Context: an optimization exercise on an open-source flow, tuned for small area. The choices shown serve that exercise and are no tape-out recipe.
Function was checked by simulation only, so behaviour that the tests miss may differ from the original.
Power is estimated from default activity; no workload was simulated.

==> flow/design.v <==
module rfu #(
    parameter int NR_GPR = 32
) (
    input  logic         clock,
    input  logic         reset,
    input  logic         ifu_valid_i,
    input  logic [31:0]  ifu_pc_i,
    input  logic [31:0]  ifu_inst_i,
    input  logic         wb_valid_i,
    input  logic         wb_gr_we_i,
    input  logic [4:0]   wb_rd_i,
    input  logic [31:0]  wb_wdata_i,
    input  logic         wb_csr_we_i,
    input  logic [11:0]  wb_csr_addr_i,
    input  logic [31:0]  wb_csr_wdata_i,
    input  logic         wb_excp_i,
    input  logic         wb_xret_i,
    input  logic [31:0]  wb_pc_i,
    output logic [191:0] rfu_deu_bus_o,
    output logic         valid_o,
    output logic [31:0]  csr_mtvec_o,
    output logic [31:0]  csr_mepc_o
);
    logic gr_we, csr_we, excp, xret;
    assign gr_we  = wb_valid_i && wb_gr_we_i;
    assign csr_we = wb_valid_i && wb_csr_we_i;
    assign excp   = wb_valid_i && wb_excp_i;
    assign xret   = wb_valid_i && wb_xret_i && !wb_excp_i;
    logic [31:0] gpr [1:NR_GPR-1];
    logic [NR_GPR-1:0] wsel;           
    logic [31:0] wd;                   
    assign wd = wb_wdata_i & {32{~reset}};
    always_comb begin
        wsel = '0;
        for (int j = 1; j < NR_GPR; j++)
            wsel[j] = gr_we && wb_rd_i == 5'(j);
    end
    for (genvar j = 1; j < NR_GPR; j++) begin : g_gpr
        always_ff @(posedge clock)
            if (reset || wsel[j]) gpr[j] <= wd;
    end
    logic [NR_GPR-1:0] sel1, sel2;     
    logic [31:0] rs1_value, rs2_value;
    always_comb begin
        sel1 = '0;
        sel2 = '0;
        for (int j = 1; j < NR_GPR; j++) begin
            sel1[j] = ifu_inst_i[19:15] == 5'(j) && !wsel[j] && !reset;
            sel2[j] = ifu_inst_i[24:20] == 5'(j) && !wsel[j] && !reset;
            sel1[0] = sel1[0] || (ifu_inst_i[19:15] == 5'(j) && wsel[j] && !reset);
            sel2[0] = sel2[0] || (ifu_inst_i[24:20] == 5'(j) && wsel[j] && !reset);
        end
    end
    for (genvar b = 0; b < 32; b++) begin : g_rd
        logic [NR_GPR-1:0] col;        
        always_comb begin
            col[0] = wb_wdata_i[b];
            for (int j = 1; j < NR_GPR; j++) col[j] = gpr[j][b];
        end
        rfu_rdbit #(.N(NR_GPR)) u_rs1 (.sel(sel1), .d(col), .y(rs1_value[b]));
        rfu_rdbit #(.N(NR_GPR)) u_rs2 (.sel(sel2), .d(col), .y(rs2_value[b]));
    end
    logic [31:0] mstatus, mtvec, mepc, mcause;
    logic [31:0] mstatus_q;            
    logic        mst3_n, mst7_n;       
    logic we300, we305, we341, we342;
    assign we300 = csr_we && wb_csr_addr_i == 12'h300;
    assign we305 = csr_we && wb_csr_addr_i == 12'h305;
    assign we341 = csr_we && wb_csr_addr_i == 12'h341;
    assign we342 = csr_we && wb_csr_addr_i == 12'h342;
    always_comb begin
        mstatus = mstatus_q;
        mstatus[12:11] = 2'b11;
    end
    always_comb begin
        mst3_n = we300 ? wb_csr_wdata_i[3] : mstatus[3];
        mst7_n = we300 ? wb_csr_wdata_i[7] : mstatus[7];
        if (excp) begin
            mst7_n = mstatus[3];
            mst3_n = 1'b0;
        end else if (xret) begin
            mst3_n = mstatus[7];
            mst7_n = 1'b1;
        end
    end
    logic [31:0] cwd;                  
    assign cwd = wb_csr_wdata_i & {32{~reset}};
    always_ff @(posedge clock) begin
        if (reset || we305)         mtvec  <= cwd;
        if (reset || excp || we341) mepc   <= excp && !reset ? wb_pc_i : cwd;
        if (reset || excp || we342) mcause <= excp && !reset ? 32'd11 : cwd;
        for (int i = 0; i < 32; i++)
            if (i != 3 && i != 7 && i != 11 && i != 12)
                if (reset || we300) mstatus_q[i] <= cwd[i];
        mstatus_q[3] <= mst3_n && !reset;
        mstatus_q[7] <= mst7_n && !reset;
    end
    assign csr_mtvec_o = mtvec;
    assign csr_mepc_o  = mepc;
    logic [11:0] ca;
    logic [31:0] csr_value;
    assign ca = ifu_inst_i[31:20];
    logic h300, h305, h341, h342;      
    logic s_tv, s_ep, s_mc, s_ms, s_w, s_wx, s_pc, s_c;
    assign h300 = ca == 12'h300 && !reset;
    assign h305 = ca == 12'h305 && !reset;
    assign h341 = ca == 12'h341 && !reset;
    assign h342 = ca == 12'h342 && !reset;
    assign s_tv = h305 && !we305;
    assign s_ep = h341 && !excp && !we341;
    assign s_mc = h342 && !excp && !we342;
    assign s_ms = h300 && !we300;
    assign s_wx = (h305 && we305) || (h341 && we341 && !excp) || (h342 && we342 && !excp);
    assign s_w  = s_wx || (h300 && we300);
    assign s_pc = h341 && excp;
    assign s_c  = h342 && excp;
    for (genvar b = 0; b < 32; b++) begin : g_csr
        if (b == 11 || b == 12) begin : g_one
            rfu_rdbit #(.N(6)) u_csr (
                .sel({s_tv, s_ep, s_mc, s_wx, s_pc, h300}),
                .d({mtvec[b], mepc[b], mcause[b], wb_csr_wdata_i[b], wb_pc_i[b], 1'b1}),
                .y(csr_value[b]));
        end else if (b == 3 || b == 7) begin : g_st
            logic mn;
            assign mn = b == 3 ? mst3_n : mst7_n;
            if (b == 3) begin : g_c
                rfu_rdbit #(.N(7)) u_csr (
                    .sel({s_tv, s_ep, s_mc, s_wx, s_pc, h300, s_c}),
                    .d({mtvec[b], mepc[b], mcause[b], wb_csr_wdata_i[b], wb_pc_i[b], mn, 1'b1}),
                    .y(csr_value[b]));
            end else begin : g_nc
                rfu_rdbit #(.N(6)) u_csr (
                    .sel({s_tv, s_ep, s_mc, s_wx, s_pc, h300}),
                    .d({mtvec[b], mepc[b], mcause[b], wb_csr_wdata_i[b], wb_pc_i[b], mn}),
                    .y(csr_value[b]));
            end
        end else if (b == 0 || b == 1) begin : g_c
            rfu_rdbit #(.N(7)) u_csr (
                .sel({s_tv, s_ep, s_mc, s_ms, s_w, s_pc, s_c}),
                .d({mtvec[b], mepc[b], mcause[b], mstatus[b], wb_csr_wdata_i[b], wb_pc_i[b], 1'b1}),
                .y(csr_value[b]));
        end else begin : g_n
            rfu_rdbit #(.N(6)) u_csr (
                .sel({s_tv, s_ep, s_mc, s_ms, s_w, s_pc}),
                .d({mtvec[b], mepc[b], mcause[b], mstatus[b], wb_csr_wdata_i[b], wb_pc_i[b]}),
                .y(csr_value[b]));
        end
    end
    logic [31:0] pc_q, inst_q, rs1_q, rs2_q, csr_q;
    logic        fetched;              
    always_ff @(posedge clock) begin
        if (reset || ifu_valid_i) begin
            pc_q   <= ifu_pc_i   & {32{~reset}};
            inst_q <= ifu_inst_i & {32{~reset}};
            rs1_q  <= rs1_value;
            rs2_q  <= rs2_value;
            csr_q  <= csr_value;
        end
    end
    always_ff @(posedge clock) begin
        valid_o <= ifu_valid_i && !reset;
        fetched <= (fetched || ifu_valid_i) && !reset;
    end
    logic [31:0] pc4;
    assign pc4 = {pc_q[31:2] + {29'd0, fetched}, pc_q[1:0]};
    assign rfu_deu_bus_o = {pc4, pc_q, inst_q, rs1_q, rs2_q, csr_q};
endmodule
module rfu_rdbit #(
    parameter int N = 32
) (
    input  logic [N-1:0] sel,
    input  logic [N-1:0] d,
    output logic         y
);
    localparam int NG3 = N / 3;
    localparam int REM = N % 3;
    localparam int NG  = NG3 + REM;
    logic [NG-1:0] gn;                 
    for (genvar g = 0; g < NG3; g++) begin : g_aoi
        rfu_aoi222 u (.a1(sel[3*g]), .a2(d[3*g]), .b1(sel[3*g+1]), .b2(d[3*g+1]),
                      .c1(sel[3*g+2]), .c2(d[3*g+2]), .y(gn[g]));
    end
    for (genvar r = 0; r < REM; r++) begin : g_rem
        rfu_nand2 u (.a(sel[3*NG3+r]), .b(d[3*NG3+r]), .y(gn[NG3+r]));
    end
    rfu_nandn #(.N(NG)) u_or (.a(gn), .y(y));
endmodule
module rfu_aoi222 (
    input  logic a1, a2, b1, b2, c1, c2,
    output logic y
);
    assign y = ~((a1 & a2) | (b1 & b2) | (c1 & c2));
endmodule
module rfu_nand2 (
    input  logic a, b,
    output logic y
);
    assign y = ~(a & b);
endmodule
module rfu_nandn #(
    parameter int N = 11
) (
    input  logic [N-1:0] a,
    output logic         y
);
    assign y = ~&a;
endmodule
==> flow/config.mk <==
export PLATFORM = sky130hd
export DESIGN_NAME = rfu
export DESIGN_NICKNAME = rfu
export VERILOG_FILES = /design/flow/design.v
export SDC_FILE = /design/flow/constraint.sdc
export NUM_CORES = 4
export LEC_CHECK = 0
export CAP_MARGIN = 10
export CORE_MARGIN = 2
export CORE_UTILIZATION = 40
export SLEW_MARGIN = 10
export SYNTH_HIERARCHICAL = 1
export SYNTH_MINIMUM_KEEP_SIZE = 0
==> flow/constraint.sdc <==
create_clock -name core_clock -period 5.0 [get_ports {clock}]
set_input_delay 1.0000 -clock core_clock [delete_from_list [all_inputs] [get_ports {clock}]]
set_output_delay 1.0000 -clock core_clock [all_outputs]
set_load 0.01 [all_outputs]
standard.sh (not shown) runs the stock make flow with config.mk's settings and CLKGATE_MAP_FILE= SYNTH_SCRIPT=/design/flow/synth_recipe.tcl, a recipe that flattens the netlist after the stock synthesis.
==> flow/flow/run.sh <==
#!/bin/bash
set -euo pipefail
export BUFFER_PORTS_ARGS="-buffer_cell sky130_fd_sc_hd__buf_1"
export CTS_ARGS="-sink_clustering_enable -repair_clock_nets -dont_use_dummy_load -buf_list sky130_fd_sc_hd__clkbuf_4 -sink_clustering_size 8 -sink_clustering_max_diameter 40"
bash standard.sh finish > make_finish.log 2>&1
Next try:
Settings changed: CORE_UTILIZATION 40 to 60.
Outcome: The changed run completed without violations; core utilization increases by 22 points; total power went down slightly; worst setup slack improved by 0.29 ns; hold slack gains 0.11 ns; die area went down by a quarter to a third.

-- what the ideal ports hide --
Ports are ideal in the flow. The routed layouts listed here were re-timed in OpenROAD. Step 1, drivers: a clkbuf_16 drives clock and a buf_2 each remaining input, both assumed. Step 2 also shifts input and output timing later by t, the mid clock arrival at the registers, as if the neighbouring blocks saw the same clock. Slacks: ideal ports / drivers / drivers and shift; pairs: ideal ports / drivers.
run	t (ns)	setup WS [ns]	clock arrival spread, ns	worst register clock-pin slew, ns	worst slew at a driven data input, ns
the first run	1.254	0.704 / 0.634 / -0.062	0.192 / 0.192	0.10 / 0.10	0.19
the second run	1.168	0.992 / 0.922 / 0.094	0.175 / 0.174	0.10 / 0.10	0.18
With both steps, setup timing fails in the first run, where it was met with ideal ports. The setup slack of the second run, which loses most, moves by -0.070 ns with the drivers and by -0.898 ns with both steps.
